Source: an optimization exercise on an open RTL-to-GDS flow (aim: small area and a short achievable clock period). Production flows keep margins and buffers that such runs may drop.
Where RTL was checked, it was by simulation tests only, not by an equivalence proof against the original.
Power is estimated from default activity; no workload was simulated.

==> 07-15 <==
==> flow/design.v <==
package param_rr_scheduler_pkg;
  localparam int DISPATCH_W   = 32;
  localparam int DEST_LSB_DEF = 2;
  function automatic int clog2(input int v);
    int r;
    begin
      r = 0;
      while ((1 << r) < v) r = r + 1;
      clog2 = r;
    end
  endfunction
endpackage
module sched_fifo_sync
#(
  parameter int DATA_W = 32,
  parameter int DEPTH  = 16
) (
  input  logic                  i_clk,
  input  logic                  i_rst,
  input  logic                  i_wr_en,
  input  logic [DATA_W-1:0]     i_wr_data,
  input  logic                  i_rd_en,
  output logic [DATA_W-1:0]     o_rd_data,
  output logic [param_rr_scheduler_pkg::clog2(DEPTH):0] o_count,
  output logic                  o_full,
  output logic                  o_nempty
);
  localparam int AW = param_rr_scheduler_pkg::clog2(DEPTH);
  localparam int JW = DEPTH / 2;
  logic [DATA_W-1:0] mem [DEPTH];
  logic [JW-1:0]     wr_ptr;
  logic [JW-1:0]     rd_ptr;
  logic [AW:0]       count;
  logic [AW:0]       count_inc;
  logic [AW:0]       count_dec;
  logic              nempty;
  logic              do_wr;
  logic [DEPTH-1:0]  wr_sel;
  logic [DEPTH-1:0]  rd_sel;
  function automatic logic [DEPTH-1:0] jdec(input logic [JW-1:0] p);
    logic [DEPTH-1:0] s;
    s[0]  = !p[0] && !p[JW-1];
    s[JW] =  p[0] &&  p[JW-1];
    for (int i = 1; i < JW; i++) begin
      s[i]      =  p[i-1] && !p[i];
      s[JW + i] = !p[i-1] &&  p[i];
    end
    jdec = s;
  endfunction
  assign o_full    = count[AW];
  assign o_nempty  = nempty;
  assign o_count   = count;
  assign do_wr     = i_wr_en && !count[AW];
  assign wr_sel    = jdec(wr_ptr);
  assign rd_sel    = jdec(rd_ptr);
  assign count_inc = count + 1'b1;
  assign count_dec = count - 1'b1;
  always_comb begin
    o_rd_data = '0;
    for (int i = 0; i < DEPTH; i++)
      o_rd_data = o_rd_data | (mem[i] & {DATA_W{rd_sel[i]}});
  end
  always_ff @(posedge i_clk) begin
    if (i_rst) begin
      wr_ptr <= '0;
      rd_ptr <= '0;
      count  <= '0;
      nempty <= 1'b0;
    end else begin
      if (do_wr)   wr_ptr <= {wr_ptr[JW-2:0], !wr_ptr[JW-1]};
      if (i_rd_en) rd_ptr <= {rd_ptr[JW-2:0], !rd_ptr[JW-1]};
      if (do_wr && !i_rd_en)      count <= count_inc;
      else if (!do_wr && i_rd_en) count <= count_dec;
      nempty <= do_wr || (nempty && !(i_rd_en && count == (AW+1)'(1)));
    end
  end
  always_ff @(posedge i_clk) begin
    for (int i = 0; i < DEPTH; i++)
      if (do_wr && wr_sel[i]) mem[i] <= i_wr_data;
  end
endmodule
module param_rr_scheduler
#(
  parameter int NUM_PORTS  = 4,
  parameter int DATA_W     = param_rr_scheduler_pkg::DISPATCH_W,
  parameter int FIFO_DEPTH = 16,
  parameter int NUM_OUT    = 4,
  parameter int DEST_LSB   = param_rr_scheduler_pkg::DEST_LSB_DEF
) (
  input  logic                                      i_clk,
  input  logic                                      i_rst,
  input  logic [NUM_PORTS*DATA_W-1:0]               i_wr_data,
  input  logic [NUM_PORTS-1:0]                      i_wr_en,
  output logic [NUM_PORTS-1:0]                      o_full,
  output logic [NUM_PORTS*(param_rr_scheduler_pkg::clog2(FIFO_DEPTH)+1)-1:0] o_level,
  input  logic                                      i_mode,
  output logic                                      o_cb_valid,
  input  logic                                      i_cb_ready,
  output logic [DATA_W-1:0]                         o_cb_data,
  output logic [param_rr_scheduler_pkg::clog2(NUM_OUT)-1:0]                 o_cb_sel,
  output logic [param_rr_scheduler_pkg::clog2(NUM_PORTS)-1:0]               o_cb_src
);
  localparam int LW    = param_rr_scheduler_pkg::clog2(FIFO_DEPTH) + 1;
  localparam int SEL_W = param_rr_scheduler_pkg::clog2(NUM_OUT);
  localparam int SRC_W = param_rr_scheduler_pkg::clog2(NUM_PORTS);
  logic [DATA_W-1:0]    head [NUM_PORTS];
  logic [LW-1:0]        cnt  [NUM_PORTS];
  logic [NUM_PORTS-1:0] req;
  logic [NUM_PORTS-1:0] pop;
  logic [NUM_PORTS-1:0] rr_oh;      
  logic [NUM_PORTS-1:0] gnt_rr;
  logic [NUM_PORTS-1:0] gnt_sp;
  logic [NUM_PORTS-1:0] gnt;
  logic [SRC_W-1:0]     gnt_idx;
  logic                 gnt_vld;
  logic                 loadable;
  logic [DATA_W-1:0]    gnt_data;
  for (genvar k = 0; k < NUM_PORTS; k++) begin : g_q
    sched_fifo_sync #(
      .DATA_W(DATA_W),
      .DEPTH (FIFO_DEPTH)
    ) u_fifo (
      .i_clk    (i_clk),
      .i_rst    (i_rst),
      .i_wr_en  (i_wr_en[k]),
      .i_wr_data(i_wr_data[k*DATA_W +: DATA_W]),
      .i_rd_en  (pop[k]),
      .o_rd_data(head[k]),
      .o_count  (cnt[k]),
      .o_full   (o_full[k]),
      .o_nempty (req[k])
    );
    assign o_level[k*LW +: LW] = cnt[k];
    assign pop[k] = loadable && gnt[k];
  end
  assign loadable = !o_cb_valid || i_cb_ready;
  assign gnt_vld  = |req;
  always_comb begin : p_arb
    logic blocked;
    int   idx;
    gnt_sp  = '0;
    blocked = 1'b0;
    for (int i = 0; i < NUM_PORTS; i++) begin
      gnt_sp[i] = req[i] && !blocked;
      blocked   = blocked || req[i];
    end
    gnt_rr = '0;
    for (int k = 0; k < NUM_PORTS; k++) begin
      for (int d = 0; d < NUM_PORTS; d++) begin
        blocked = 1'b0;
        for (int e = 1; e <= d; e++)
          blocked = blocked || req[(k - e + NUM_PORTS) % NUM_PORTS];
        gnt_rr[k] = gnt_rr[k] ||
                    (rr_oh[(k - d + NUM_PORTS) % NUM_PORTS] && !blocked);
      end
      gnt_rr[k] = gnt_rr[k] && req[k];
    end
  end
  assign gnt = i_mode ? gnt_sp : gnt_rr;
  always_comb begin
    gnt_idx  = '0;
    gnt_data = '0;
    for (int i = 0; i < NUM_PORTS; i++) begin
      gnt_idx  = gnt_idx  | (SRC_W'(i) & {SRC_W{gnt[i]}});
      gnt_data = gnt_data | (head[i]   & {DATA_W{gnt[i]}});
    end
  end
  assign o_cb_sel = o_cb_data[DEST_LSB +: SEL_W];
  always_ff @(posedge i_clk) begin
    if (i_rst) begin
      o_cb_valid <= 1'b0;
      rr_oh      <= NUM_PORTS'(1);
    end else if (loadable) begin
      o_cb_valid <= gnt_vld;
      if (gnt_vld) rr_oh <= {gnt[NUM_PORTS-2:0], gnt[NUM_PORTS-1]};
    end
  end
  always_ff @(posedge i_clk) begin
    if (loadable) begin
      o_cb_data <= gnt_data;
      o_cb_src  <= gnt_idx;
    end
  end
endmodule
==> flow/run.sh <==
#!/bin/bash
# synth_recipe.tcl (not shown) runs the flow's synth.tcl, then flattens the netlist and writes it again
# the make line also repeats each setting of config.mk as NAME=value (left out here)
make -C /OpenROAD-flow-scripts/flow DESIGN_CONFIG=/design/flow/config.mk WORK_HOME=/design/flow/orfs CLKGATE_MAP_FILE= SYNTH_SCRIPT=/design/flow/synth_recipe.tcl finish
==> flow/config.mk <==
export PLATFORM = sky130hd
export DESIGN_NAME = param_rr_scheduler
export DESIGN_NICKNAME = param_rr_scheduler
export VERILOG_FILES = /design/flow/design.v
export SDC_FILE = /design/flow/constraint.sdc
export NUM_CORES = 4
export LEC_CHECK = 0
export CAP_MARGIN = 20
export CORE_MARGIN = 2
export CORE_UTILIZATION = 55
export SLEW_MARGIN = 20
==> flow/constraint.sdc <==
create_clock -name core_clock -period 4.5 [get_ports {i_clk}]
set_input_delay 0.9000 -clock core_clock [delete_from_list [all_inputs] [get_ports {i_clk}]]
set_output_delay 0.9000 -clock core_clock [all_outputs]
set_load 0.01 [all_outputs]
==> 11-12 (differences from 07-15) <==
--- a/flow/design.v
+++ b/flow/design.v
@@ -26,56 +26,75 @@
   output logic                  o_nempty
 );
   localparam int AW = param_rr_scheduler_pkg::clog2(DEPTH);
-  localparam int JW = DEPTH / 2;
-  logic [DATA_W-1:0] mem [DEPTH];
-  logic [JW-1:0]     wr_ptr;
-  logic [JW-1:0]     rd_ptr;
+  localparam int BD = DEPTH - 1;    
+  logic [DATA_W-1:0] mem [BD];
+  logic [DATA_W-1:0] head;
+  logic [DATA_W-1:0] mem_rd;
+  logic [BD-1:0]     wr_ptr;     
+  logic [BD-1:0]     rd_ptr;     
   logic [AW:0]       count;
-  logic [AW:0]       count_inc;
-  logic [AW:0]       count_dec;
+  logic [AW:0]       count_inc;    
+  logic [AW:0]       count_dec;    
+  logic              cnt_up;
+  logic              cnt_dn;
   logic              nempty;
+  logic              one;
   logic              do_wr;
-  logic [DEPTH-1:0]  wr_sel;
-  logic [DEPTH-1:0]  rd_sel;
-  function automatic logic [DEPTH-1:0] jdec(input logic [JW-1:0] p);
-    logic [DEPTH-1:0] s;
-    s[0]  = !p[0] && !p[JW-1];
-    s[JW] =  p[0] &&  p[JW-1];
-    for (int i = 1; i < JW; i++) begin
-      s[i]      =  p[i-1] && !p[i];
-      s[JW + i] = !p[i-1] &&  p[i];
-    end
-    jdec = s;
-  endfunction
+  logic              ld_mem;
+  logic              ld_wr;
+  logic              hold;
+  logic [BD-1:0]     wr_sel;
+  logic [BD-1:0]     rd_sel;
   assign o_full    = count[AW];
   assign o_nempty  = nempty;
   assign o_count   = count;
+  assign o_rd_data = head;
   assign do_wr     = i_wr_en && !count[AW];
-  assign wr_sel    = jdec(wr_ptr);
-  assign rd_sel    = jdec(rd_ptr);
-  assign count_inc = count + 1'b1;
-  assign count_dec = count - 1'b1;
+  assign one       = (count == (AW+1)'(1));
+  assign wr_sel    = wr_ptr;
+  assign rd_sel    = rd_ptr;
   always_comb begin
-    o_rd_data = '0;
-    for (int i = 0; i < DEPTH; i++)
-      o_rd_data = o_rd_data | (mem[i] & {DATA_W{rd_sel[i]}});
+    logic ones, zeros;
+    ones  = 1'b1;
+    zeros = 1'b1;
+    for (int i = 0; i <= AW; i++) begin
+      count_inc[i] = ones;
+      count_dec[i] = zeros;
+      ones  = ones  &&  count[i];
+      zeros = zeros && !count[i];
+    end
+  end
+  assign cnt_up = do_wr && !i_rd_en;
+  assign cnt_dn = i_rd_en && !do_wr;
+  assign ld_mem = i_rd_en && !one;
+  assign ld_wr  = do_wr && (!nempty || (i_rd_en && one));
+  assign hold   = !(ld_mem || ld_wr);
+  always_comb begin
+    mem_rd = '0;
+    for (int i = 0; i < BD; i++)
+      mem_rd = mem_rd | (mem[i] & {DATA_W{rd_sel[i]}});
+  end
+  always_ff @(posedge i_clk) begin
+    head <= (head      & {DATA_W{hold}})
+          | (mem_rd    & {DATA_W{ld_mem}})
+          | (i_wr_data & {DATA_W{ld_wr}});
   end
   always_ff @(posedge i_clk) begin
     if (i_rst) begin
-      wr_ptr <= '0;
-      rd_ptr <= '0;
+      wr_ptr <= BD'(1);
+      rd_ptr <= BD'(1);
       count  <= '0;
       nempty <= 1'b0;
     end else begin
-      if (do_wr)   wr_ptr <= {wr_ptr[JW-2:0], !wr_ptr[JW-1]};
-      if (i_rd_en) rd_ptr <= {rd_ptr[JW-2:0], !rd_ptr[JW-1]};
-      if (do_wr && !i_rd_en)      count <= count_inc;
-      else if (!do_wr && i_rd_en) count <= count_dec;
-      nempty <= do_wr || (nempty && !(i_rd_en && count == (AW+1)'(1)));
-    end
-  end
-  always_ff @(posedge i_clk) begin
-    for (int i = 0; i < DEPTH; i++)
+      if (do_wr && !ld_wr) wr_ptr <= {wr_ptr[BD-2:0], wr_ptr[BD-1]};
+      if (ld_mem)          rd_ptr <= {rd_ptr[BD-2:0], rd_ptr[BD-1]};
+      count <= count ^ ((count_inc & {(AW+1){cnt_up}})
+                      | (count_dec & {(AW+1){cnt_dn}}));
+      nempty <= do_wr || (nempty && !(i_rd_en && one));
+    end
+  end
+  always_ff @(posedge i_clk) begin
+    for (int i = 0; i < BD; i++)
       if (do_wr && wr_sel[i]) mem[i] <= i_wr_data;
   end
 endmodule
@@ -158,11 +177,11 @@
   end
   assign gnt = i_mode ? gnt_sp : gnt_rr;
   always_comb begin
-    gnt_idx  = '0;
-    gnt_data = '0;
+    gnt_idx  = o_cb_src  & {SRC_W{!loadable}};
+    gnt_data = o_cb_data & {DATA_W{!loadable}};
     for (int i = 0; i < NUM_PORTS; i++) begin
-      gnt_idx  = gnt_idx  | (SRC_W'(i) & {SRC_W{gnt[i]}});
-      gnt_data = gnt_data | (head[i]   & {DATA_W{gnt[i]}});
+      gnt_idx  = gnt_idx  | (SRC_W'(i) & {SRC_W{pop[i]}});
+      gnt_data = gnt_data | (head[i]   & {DATA_W{pop[i]}});
     end
   end
   assign o_cb_sel = o_cb_data[DEST_LSB +: SEL_W];
@@ -176,9 +195,7 @@
     end
   end
   always_ff @(posedge i_clk) begin
-    if (loadable) begin
-      o_cb_data <= gnt_data;
-      o_cb_src  <= gnt_idx;
-    end
+    o_cb_data <= gnt_data;
+    o_cb_src  <= gnt_idx;
   end
 endmodule
==> flow/flow/run.sh (new file) <==
#!/bin/bash
# The standard ORFS layout (the standard.sh, standard synthesis), with
# three changes to how the layout is built:
#  - clock tree: larger sink clusters and no dummy loads, so fewer leaf
#    buffers drive the registers (every register still gets its clock
#    through the same three buffer levels);
#  - port buffers: a plain buf_2 on every input and output port instead of
#    the delay cell buffer_ports picks by default;
#  - pin placement: the crossbar output pins (o_cb_*) are kept together in
#    the middle of the top edge (flow/pre_io.tcl), so the output register
#    can sit next to them.
# make's full output goes to flow_make.log here; ORFS keeps each step's log
# under orfs/logs/.
set -euo pipefail
export CTS_ARGS="-sink_clustering_enable -repair_clock_nets -dont_use_dummy_load -sink_clustering_size 24 -sink_clustering_max_diameter 150"
export BUFFER_PORTS_ARGS="-buffer_cell sky130_fd_sc_hd__buf_2"
export PRE_IO_PLACEMENT_TCL="$PWD/flow/pre_io.tcl"
bash standard.sh finish > flow_make.log 2>&1
==> flow/flow/pre_io.tcl (new file) <==
# Keep the crossbar output pins together on the top edge, centred, so the
# output register sits next to them.
set die [[ord::get_db_block] getDieArea]
set w [expr {[$die xMax] / 1000.0}]
set lo [expr {round($w * 0.5 - 40)}]
set hi [expr {round($w * 0.5 + 40)}]
set_io_pin_constraint -pin_names [get_ports {o_cb_data* o_cb_sel* o_cb_src* o_cb_valid}] -region top:$lo-$hi
==> flow/standard.sh (new file) <==
#!/bin/bash
# synth_recipe.tcl (not shown) runs the flow's synth.tcl, then flattens the netlist and writes it again
# the make line also repeats each setting of config.mk as NAME=value (left out here)
make -C /OpenROAD-flow-scripts/flow DESIGN_CONFIG=/design/flow/config.mk WORK_HOME=/design/flow/orfs CLKGATE_MAP_FILE= SYNTH_SCRIPT=/design/flow/synth_recipe.tcl "${@:-finish}"
--- a/flow/config.mk
+++ b/flow/config.mk
@@ -8,4 +8,5 @@
 export CAP_MARGIN = 20
 export CORE_MARGIN = 2
 export CORE_UTILIZATION = 55
+export SETUP_SLACK_MARGIN = 2.45
 export SLEW_MARGIN = 20
removed: flow/run.sh
==> 04-01 (differences from 07-15) <==
==> flow/design.v (replaced) <==
package param_rr_scheduler_pkg;
  localparam int DISPATCH_W   = 32;
  localparam int DEST_LSB_DEF = 2;
  function automatic int clog2(input int v);
    int r;
    begin
      r = 0;
      while ((1 << r) < v) r = r + 1;
      clog2 = r;
    end
  endfunction
endpackage
module sched_fifo_sync
#(
  parameter int DATA_W = 32,
  parameter int DEPTH  = 16
) (
  input  logic                  i_clk,
  input  logic                  i_rst,
  input  logic                  i_wr_en,
  input  logic [DATA_W-1:0]     i_wr_data,
  input  logic                  i_rd_en,
  output logic [DATA_W-1:0]     o_rd_data,
  output logic [param_rr_scheduler_pkg::clog2(DEPTH):0] o_count,
  output logic                  o_full,
  output logic                  o_empty
);
  localparam int AW = param_rr_scheduler_pkg::clog2(DEPTH);
  logic [DATA_W-1:0] mem [DEPTH];
  logic [AW-1:0]     wr_ptr;
  logic [AW-1:0]     rd_ptr;
  logic [AW:0]       count;
  logic              do_wr;
  logic              do_rd;
  assign o_full    = (count == (AW+1)'(DEPTH));
  assign o_empty   = (count == '0);
  assign o_count   = count;
  assign o_rd_data = mem[rd_ptr];
  assign do_wr     = i_wr_en && !o_full;
  assign do_rd     = i_rd_en && !o_empty;
  always_ff @(posedge i_clk) begin
    if (i_rst) begin
      wr_ptr <= '0;
      rd_ptr <= '0;
      count  <= '0;
    end else begin
      if (do_wr) wr_ptr <= wr_ptr + 1'b1;
      if (do_rd) rd_ptr <= rd_ptr + 1'b1;
      case ({do_wr, do_rd})
        2'b10:   count <= count + 1'b1;
        2'b01:   count <= count - 1'b1;
        default: count <= count;
      endcase
    end
  end
  always_ff @(posedge i_clk) begin
    if (do_wr && !i_rst) mem[wr_ptr] <= i_wr_data;
  end
endmodule
module param_rr_scheduler
#(
  parameter int NUM_PORTS  = 4,
  parameter int DATA_W     = param_rr_scheduler_pkg::DISPATCH_W,
  parameter int FIFO_DEPTH = 16,
  parameter int NUM_OUT    = 4,
  parameter int DEST_LSB   = param_rr_scheduler_pkg::DEST_LSB_DEF
) (
  input  logic                                      i_clk,
  input  logic                                      i_rst,
  input  logic [NUM_PORTS*DATA_W-1:0]               i_wr_data,
  input  logic [NUM_PORTS-1:0]                      i_wr_en,
  output logic [NUM_PORTS-1:0]                      o_full,
  output logic [NUM_PORTS*(param_rr_scheduler_pkg::clog2(FIFO_DEPTH)+1)-1:0] o_level,
  input  logic                                      i_mode,
  output logic                                      o_cb_valid,
  input  logic                                      i_cb_ready,
  output logic [DATA_W-1:0]                         o_cb_data,
  output logic [param_rr_scheduler_pkg::clog2(NUM_OUT)-1:0]                 o_cb_sel,
  output logic [param_rr_scheduler_pkg::clog2(NUM_PORTS)-1:0]               o_cb_src
);
  localparam int LW    = param_rr_scheduler_pkg::clog2(FIFO_DEPTH) + 1;
  localparam int SEL_W = param_rr_scheduler_pkg::clog2(NUM_OUT);
  localparam int SRC_W = param_rr_scheduler_pkg::clog2(NUM_PORTS);
  logic [DATA_W-1:0]    head [NUM_PORTS];
  logic [LW-1:0]        cnt  [NUM_PORTS];
  logic [NUM_PORTS-1:0] req;
  logic [NUM_PORTS-1:0] pop;
  logic [NUM_PORTS-1:0] empty;
  logic [SRC_W-1:0]     rr_ptr;
  logic [SRC_W-1:0]     gnt_idx;
  logic                 gnt_vld;
  logic                 loadable;
  logic                 grant;
  logic [DATA_W-1:0]    gnt_data;
  for (genvar k = 0; k < NUM_PORTS; k++) begin : g_q
    sched_fifo_sync #(
      .DATA_W(DATA_W),
      .DEPTH (FIFO_DEPTH)
    ) u_fifo (
      .i_clk    (i_clk),
      .i_rst    (i_rst),
      .i_wr_en  (i_wr_en[k]),
      .i_wr_data(i_wr_data[k*DATA_W +: DATA_W]),
      .i_rd_en  (pop[k]),
      .o_rd_data(head[k]),
      .o_count  (cnt[k]),
      .o_full   (o_full[k]),
      .o_empty  (empty[k])
    );
    assign req[k] = !empty[k];
    assign o_level[k*LW +: LW] = cnt[k];
    assign pop[k] = grant && (gnt_idx == SRC_W'(k));
  end
  assign loadable = !o_cb_valid || i_cb_ready;
  assign grant    = loadable && gnt_vld;
  always_comb begin : p_arb
    int idx;
    gnt_vld = 1'b0;
    gnt_idx = '0;
    idx     = 0;
    for (int i = NUM_PORTS-1; i >= 0; i--) begin
      idx = i_mode ? i : (int'(rr_ptr) + i) % NUM_PORTS;
      if (req[idx]) begin
        gnt_vld = 1'b1;
        gnt_idx = SRC_W'(idx);
      end
    end
  end
  always_comb begin
    gnt_data = '0;
    for (int i = 0; i < NUM_PORTS; i++) begin
      if (gnt_idx == SRC_W'(i)) gnt_data = head[i];
    end
  end
  always_ff @(posedge i_clk) begin
    if (i_rst) begin
      o_cb_valid <= 1'b0;
      o_cb_data  <= '0;
      o_cb_sel   <= '0;
      o_cb_src   <= '0;
      rr_ptr     <= '0;
    end else if (loadable) begin
      o_cb_valid <= gnt_vld;
      if (gnt_vld) begin
        o_cb_data <= gnt_data;
        o_cb_sel  <= gnt_data[DEST_LSB +: SEL_W];
        o_cb_src  <= gnt_idx;
        rr_ptr    <= (gnt_idx == SRC_W'(NUM_PORTS-1)) ?
                     '0 : gnt_idx + 1'b1;
      end
    end
  end
endmodule
--- a/flow/config.mk
+++ b/flow/config.mk
@@ -7,5 +7,5 @@
 export LEC_CHECK = 0
 export CAP_MARGIN = 20
 export CORE_MARGIN = 2
-export CORE_UTILIZATION = 55
+export CORE_UTILIZATION = 40
 export SLEW_MARGIN = 20
==> comparison table <==
quantity                                                                      11-12                     07-15                    04-01
Per-instance average area after synthesis                                  17.0 µm²                  17.5 µm²                 19.4 µm²
Setup repair bufs after CTS                                                      52                         0                        0
Switching component of the power                                            9.47 mW                   10.6 mW                  17.5 mW
Flip-flop count of the largest register after layout                           1920                      2048                     2048
Final std cell area, no fill                                             0.0895 mm²                0.0930 mm²               0.0974 mm²
Reported sequential group power                                             24.5 mW                   23.6 mW                  23.1 mW
GR Util met2                                                                  0.503                     0.529                    0.345
Reg-to-reg slack, setup                                                     2.31 ns                   0.78 ns                  0.41 ns
Clock tree skew after final layout                                        0.0764 ns                 0.0272 ns                0.0302 ns
Most frequent CP cell                                                             -    sky130_fd_sc_hd__buf_4    sky130_fd_sc_hd__ha_1
Number of buffer and inverter stages on the critical path                         1                         4                        2
Cell type of the slowest stage on the worst timing path    sky130_fd_sc_hd__dfxtp_4  sky130_fd_sc_hd__o21ai_0  sky130_fd_sc_hd__nor4_1
Global routing met3 resource utilization                                     0.0641                    0.0768                   0.0393
Launch point of the worst path                                        o_cb_data[25]   g_q[1].u_fifo.rd_ptr[0]   g_q[0].u_fifo.count[0]
Outcome                                            no timing/DRC/antenna violations  no timing/DRC/antenna violations  no timing/DRC/antenna violations
Worst slew margin relative to its limit                                       0.169                     0.159                    0.323
Data arrival, critical path                                                 1.38 ns                   4.25 ns                  4.78 ns
Yosys reg bits                                                                 2231                      2175                     2153
For 07-15, only the layout was checked, not whether the RTL still works.

-- static timing again, ports no longer ideal --
No port has a modelled driver above. Below, the same layouts with a new extraction and two added sets of constraints.
Step 1, drivers: a clkbuf_16 drives i_clk and a buf_2 each remaining input, both assumed.
Step 2 also shifts input and output timing later by t, the mid clock arrival at the registers, as if the neighbouring blocks saw the same clock.
Slacks: ideal ports / drivers / drivers and shift; pairs: ideal ports / drivers.
| run | t (ns) | setup WS [ns] | worst data-port slew with drivers (ns) |
|---|---|---|---|
| 07-15 | 0.919 | 0.785 / 0.785 / 0.269 | 0.20 |
| 11-12 | 0.841 | 2.219 / 2.132 / 1.528 | 0.21 |
| 04-01 | 0.919 | 0.411 / 0.411 / -0.126 | 0.16 |
Met with ideal ports but missed after step 2: setup timing in 04-01. For 11-12, which loses most, drivers alone change the setup slack by -0.087 ns; drivers and shift together by -0.691 ns.
